What follows belongs to an exercise in optimizing a design on an open flow for small area, a short achievable clock period and few clock cycles; a production flow would make more cautious choices. In this exercise RTL edits were held to simulation tests only and were not proved equivalent to the original. Power is estimated from default activity; no workload was simulated.

Design windowed_peak_boundary_picker_core, start of the top module:
module windowed_peak_boundary_picker_core #(
    parameter int MAX_RADIUS = wpbp_pkg::MAX_RADIUS_DEF,
    parameter int PROB_BITS  = wpbp_pkg::PROB_BITS_DEF,
    localparam int CFG_W     = (PROB_BITS > wpbp_pkg::RADIUS_W) ? PROB_BITS
                                                                 : wpbp_pkg::RADIUS_W
) (
    input  logic                            i_clk,
    input  logic                            i_rst_n,
    input  logic                            i_cfg_we,
    input  logic [wpbp_pkg::CFG_IDX_W-1:0]  i_cfg_idx,
    input  logic [CFG_W-1:0]                i_cfg_data,
    input  logic                            i_in_valid,
    output logic                            o_in_stall,
    input  logic [PROB_BITS-1:0]            i_prob,
    input  logic                            i_barrier,
    input  logic                            i_valid_req,
    input  logic                            i_seq_last,
    output logic                            o_out_valid,
    input  logic                            i_out_stall,
    output logic                            o_boundary,
    output logic                            o_seq_end,
    output logic                            o_run_end
);
Size: about 610 flip-flops, about 22000 µm² of cells after synthesis.
Settings: LEC_CHECK=0, ABC_CLOCK_PERIOD_IN_PS=2400, CAP_MARGIN=20, CORE_MARGIN=2, CORE_UTILIZATION=40, SETUP_SLACK_MARGIN=3.6, SLEW_MARGIN=20; clock period 6.0 ns.
run.sh (not shown) runs the stock make flow with config.mk's settings and CLKGATE_MAP_FILE= SYNTH_SCRIPT=/design/flow/synth_recipe.tcl, a recipe that flattens the netlist after the stock synthesis.
Testbench counts at the start, summed over its fixed seeds: cycles 32,550.
Edit:
--- a/flow/config.mk
+++ b/flow/config.mk
@@ -6,5 +6,5 @@
 export NUM_CORES = 4
 export LEC_CHECK = 0
-export ABC_CLOCK_PERIOD_IN_PS = 2400
+export ABC_AREA = 1
 export CAP_MARGIN = 20
 export CORE_MARGIN = 2
Final area decreases slightly.
Synthesized cell count increases by well over a third.
Final cell count increases by a quarter to a third.
Power increases by a little under a tenth.
Worst setup slack improved by 1.2 ns.

---

The RTL this note starts from:
==> flow/design.v <==
package wpbp_pkg;
    localparam int MAX_RADIUS_DEF = 31;
    localparam int PROB_BITS_DEF  = 16;
    localparam int RADIUS_W   = 5;
    localparam int THRESH_RESET = 32768;
    localparam logic [RADIUS_W-1:0] RADIUS_RESET = 5'd2;
    localparam int CFG_IDX_W = 1;
    typedef enum logic [CFG_IDX_W-1:0] {
        CFG_THRESHOLD = 1'b0,
        CFG_RADIUS    = 1'b1
    } t_cfg_idx;
endpackage
module wpbp_cell #(
    parameter int PROB_BITS = wpbp_pkg::PROB_BITS_DEF
) (
    input  logic                 i_clk,
    input  logic                 i_shift,
    input  logic [PROB_BITS-1:0] i_nb_key,
    input  logic [PROB_BITS-1:0] i_new_key,
    input  logic                 i_in_win,
    output logic [PROB_BITS-1:0] o_key,
    output logic                 o_lok
);
    logic [PROB_BITS-1:0] r_key;
    always_ff @(posedge i_clk) begin
        if (i_shift) begin
            r_key <= i_nb_key;
        end
    end
    assign o_key = r_key;
    assign o_lok = !i_in_win || (i_new_key > r_key);
endmodule
module windowed_peak_boundary_picker_core #(
    parameter int MAX_RADIUS = wpbp_pkg::MAX_RADIUS_DEF,
    parameter int PROB_BITS  = wpbp_pkg::PROB_BITS_DEF,
    localparam int CFG_W     = (PROB_BITS > wpbp_pkg::RADIUS_W) ? PROB_BITS
                                                                 : wpbp_pkg::RADIUS_W
) (
    input  logic                            i_clk,
    input  logic                            i_rst_n,
    input  logic                            i_cfg_we,
    input  logic [wpbp_pkg::CFG_IDX_W-1:0]  i_cfg_idx,
    input  logic [CFG_W-1:0]                i_cfg_data,
    input  logic                            i_in_valid,
    output logic                            o_in_stall,
    input  logic [PROB_BITS-1:0]            i_prob,
    input  logic                            i_barrier,
    input  logic                            i_valid_req,
    input  logic                            i_seq_last,
    output logic                            o_out_valid,
    input  logic                            i_out_stall,
    output logic                            o_boundary,
    output logic                            o_seq_end,
    output logic                            o_run_end
);
    localparam int NS = MAX_RADIUS;           
    localparam int RW = wpbp_pkg::RADIUS_W;
    localparam int PW = PROB_BITS;
    localparam logic [RW-1:0] NONE = '1;      
    logic [PW-1:0] r_thresh;
    logic [RW-1:0] r_radius;
    logic [RW-1:0] w_radius_wr;
    assign w_radius_wr = (i_cfg_data[RW-1:0] > RW'(MAX_RADIUS)) ? RW'(MAX_RADIUS)
                                                                : i_cfg_data[RW-1:0];
    always_ff @(posedge i_clk) begin
        if (!i_rst_n) begin
            r_thresh <= PW'(wpbp_pkg::THRESH_RESET);
            r_radius <= wpbp_pkg::RADIUS_RESET;
        end else if (i_cfg_we) begin
            case (i_cfg_idx)
                wpbp_pkg::CFG_THRESHOLD: r_thresh <= i_cfg_data[PW-1:0];
                wpbp_pkg::CFG_RADIUS:    r_radius <= w_radius_wr;
                default:                 r_thresh <= r_thresh;
            endcase
        end
    end
    logic          r_hold;                    
    logic          w_en;
    logic          a_v, a_top, a_real, a_last;
    logic [PW-1:0] a_key;
    logic [RW-1:0] r_lim;                     
    logic [RW-1:0] r_tidx;                    
    logic          b_v, b_top, b_pass, b_last, b_rel, b_blk;
    logic [NS-1:0] b_lok;
    logic [RW-1:0] b_lim;
    logic          c_v, c_top;
    logic [RW-1:0] c_s;
    logic          q0_v, q1_v;
    logic [RW-1:0] q0_rem, q1_rem;
    logic          q0_hv, q1_hv;
    logic [RW-1:0] q0_hit, q1_hit;
    logic          q0_seq, q1_seq;
    logic          o_v, o_b, o_se, o_re;
    assign w_en = !r_hold;
    always_ff @(posedge i_clk) begin
        if (!i_rst_n) begin
            a_v <= 1'b0;
        end else if (w_en) begin
            a_v <= i_in_valid;
        end
    end
    always_ff @(posedge i_clk) begin
        if (w_en) begin
            a_top  <= !i_valid_req || i_barrier;
            a_real <= i_valid_req;
            a_last <= i_seq_last;
            a_key  <= i_prob | {PW{!i_valid_req || i_barrier}};
        end
    end
    logic          w_shift;
    logic [NS:0][PW-1:0] w_k;
    logic [NS-1:0] w_lok;
    assign w_shift = w_en && a_v;
    assign w_k[0]  = a_key;
    for (genvar j = 0; j < NS; j++) begin : g_slot
        wpbp_cell #(
            .PROB_BITS (PW)
        ) u_slot (
            .i_clk     (i_clk),
            .i_shift   (w_shift),
            .i_nb_key  (w_k[j]),
            .i_new_key (a_key),
            .i_in_win  (RW'(j) < r_lim),
            .o_key     (w_k[j+1]),
            .o_lok     (w_lok[j])
        );
    end
    always_ff @(posedge i_clk) begin
        if (!i_rst_n) begin
            r_lim  <= '0;
            r_tidx <= NONE;
        end else if (w_shift) begin
            if (a_last) begin
                r_lim  <= '0;
                r_tidx <= NONE;
            end else begin
                r_lim  <= (r_lim >= r_radius) ? r_radius : r_lim + RW'(1);
                r_tidx <= a_top ? '0 : (r_tidx == NONE) ? NONE : r_tidx + RW'(1);
            end
        end
    end
    always_ff @(posedge i_clk) begin
        if (!i_rst_n) begin
            b_v <= 1'b0;
        end else if (w_en) begin
            b_v <= a_v;
        end
    end
    always_ff @(posedge i_clk) begin
        if (w_en) begin
            b_top  <= a_top;
            b_pass <= a_real && (a_key >= r_thresh);
            b_last <= a_last;
            b_rel  <= (r_lim == r_radius);
            b_blk  <= (r_tidx < r_lim);
            b_lok  <= w_lok;
            b_lim  <= r_lim;
        end
    end
    logic          w_left_ok, w_newc, w_beaten, w_alive, w_r0, w_relc;
    logic          w_ev, w_push;
    logic [RW-1:0] w_ev_rem, w_ev_hit;
    logic          w_ev_hv, w_ev_seq;
    assign w_r0      = (r_radius == '0);
    assign w_left_ok = b_top ? !b_blk : &b_lok;
    assign w_newc    = b_pass && w_left_ok;
    assign w_beaten  = b_top ? !c_top : b_lok[c_s];
    assign w_alive   = c_v && !w_beaten;
    assign w_relc    = w_alive && (c_s == r_radius - RW'(1));
    assign w_ev      = b_v && (b_last || b_rel);
    assign w_push    = w_en && w_ev;
    always_comb begin
        if (b_last) begin
            w_ev_rem = b_lim;
            w_ev_hv  = w_newc || w_alive;
            w_ev_hit = w_newc ? '0 : c_s + RW'(1);
            w_ev_seq = 1'b1;
        end else begin
            w_ev_rem = '0;
            w_ev_hv  = w_r0 ? w_newc : w_relc;
            w_ev_hit = '0;
            w_ev_seq = 1'b0;
        end
    end
    always_ff @(posedge i_clk) begin
        if (!i_rst_n) begin
            c_v <= 1'b0;
        end else if (w_en && b_v) begin
            if (b_last) begin
                c_v <= 1'b0;
            end else if (w_newc && !w_r0) begin
                c_v <= 1'b1;
            end else if (!(w_alive && !w_relc)) begin
                c_v <= 1'b0;
            end
        end
    end
    always_ff @(posedge i_clk) begin
        if (w_en && b_v) begin
            if (w_newc) begin
                c_s   <= '0;
                c_top <= b_top;
            end else begin
                c_s   <= c_s + RW'(1);
            end
        end
    end
    logic w_out_free, w_emit, w_pop, w_to_q0;
    logic n_q0_v, n_q1_v;
    assign w_out_free = !o_v || !i_out_stall;
    assign w_emit     = q0_v && w_out_free;
    assign w_pop      = w_emit && (q0_rem == '0);
    assign w_to_q0    = !q0_v || (w_pop && !q1_v);
    always_comb begin
        n_q0_v = q0_v;
        n_q1_v = q1_v;
        if (w_pop) begin
            n_q0_v = q1_v;
            n_q1_v = 1'b0;
        end
        if (w_push) begin
            if (w_to_q0) n_q0_v = 1'b1;
            else         n_q1_v = 1'b1;
        end
    end
    always_ff @(posedge i_clk) begin
        if (!i_rst_n) begin
            q0_v <= 1'b0;
            q1_v <= 1'b0;
        end else begin
            q0_v <= n_q0_v;
            q1_v <= n_q1_v;
        end
    end
    always_ff @(posedge i_clk) begin
        if (w_push && w_to_q0) begin
            q0_rem <= w_ev_rem;
            q0_hv  <= w_ev_hv;
            q0_hit <= w_ev_hit;
            q0_seq <= w_ev_seq;
        end else if (w_pop) begin
            q0_rem <= q1_rem;
            q0_hv  <= q1_hv;
            q0_hit <= q1_hit;
            q0_seq <= q1_seq;
        end else if (w_emit) begin
            q0_rem <= q0_rem - RW'(1);
        end
        if (w_push && !w_to_q0) begin
            q1_rem <= w_ev_rem;
            q1_hv  <= w_ev_hv;
            q1_hit <= w_ev_hit;
            q1_seq <= w_ev_seq;
        end
    end
    logic n_b_v, n_b_ev;
    assign n_b_v  = w_en ? a_v : b_v;
    assign n_b_ev = w_en ? (a_last || (r_lim == r_radius)) : (b_last || b_rel);
    always_ff @(posedge i_clk) begin
        if (!i_rst_n) begin
            r_hold <= 1'b0;
        end else begin
            r_hold <= n_b_v && n_b_ev && n_q1_v;
        end
    end
    always_ff @(posedge i_clk) begin
        if (!i_rst_n) begin
            o_v <= 1'b0;
        end else if (w_out_free) begin
            o_v <= q0_v;
        end
    end
    always_ff @(posedge i_clk) begin
        if (w_emit) begin
            o_b  <= q0_hv && (q0_rem == q0_hit);
            o_re <= (q0_rem == '0);
            o_se <= q0_seq && (q0_rem == '0);
        end
    end
    assign o_in_stall  = r_hold;
    assign o_out_valid = o_v;
    assign o_boundary  = o_b;
    assign o_seq_end   = o_se;
    assign o_run_end   = o_re;
endmodule
export LEC_CHECK = 0
export CAP_MARGIN = 20
export CORE_MARGIN = 2
export CORE_UTILIZATION = 40
export SETUP_SLACK_MARGIN = 3.2
export SLEW_MARGIN = 20
create_clock -name core_clock -period 6.0 [get_ports {i_clk}]
Testbench counts at the start, summed over its fixed seeds: cycles 32,558.
==> next run, changes <==
Settings changed: SETUP_SLACK_MARGIN 3.2 to not set.
What happened: Setup slack got worse by 650 ps; die area is unchanged; routed wire length decreases by 2.5%; utilization decreases by 0.65 points; flip-flop and latch count does not change; global-route usage decreases by 0.59 points.

==> port drivers added, routing unchanged <==
Ports are ideal in the flow. The routed layouts listed here were re-timed in OpenROAD.
Step 1 (the two cells are an assumption about what drives the block):
set clk [get_ports {i_clk}]
set_driving_cell -lib_cell sky130_fd_sc_hd__clkbuf_16 $clk
set_driving_cell -lib_cell sky130_fd_sc_hd__buf_2 [delete_from_list [all_inputs] $clk]
Step 2, shift: input delay + t, output delay - t, t = (earliest + latest rising clock arrival at the registers) / 2. This alone moves slack from input paths to output paths.
Slacks: ideal / step 1 / step 2; pairs: ideal / step 1.
run | t (ns) | setup WS [ns] | hold slack, ns | worst register clock-pin slew, ns | cell pins on the clock port's net
the first run of note 1 | 0.700 | 2.447 / 2.420 / 1.720 | 0.330 / 0.330 / 0.330 | 0.07 / 0.07 | 1
the second run of note 1 | 0.689 | 3.666 / 3.608 / 3.025 | 0.343 / 0.343 / 0.343 | 0.07 / 0.07 | 1
the first run of note 2 | 0.665 | 3.281 / 3.220 / 2.761 | 0.435 / 0.435 / 0.435 | 0.07 / 0.07 | 1
the second run of note 2 | 0.663 | 2.633 / 2.633 / 2.054 | 0.439 / 0.439 / 0.439 | 0.07 / 0.07 | 1
After both steps setup and hold are still met in every run listed. The setup slack of the first run of note 1, which loses most, moves by -0.027 ns with the drivers and by -0.727 ns with both steps.
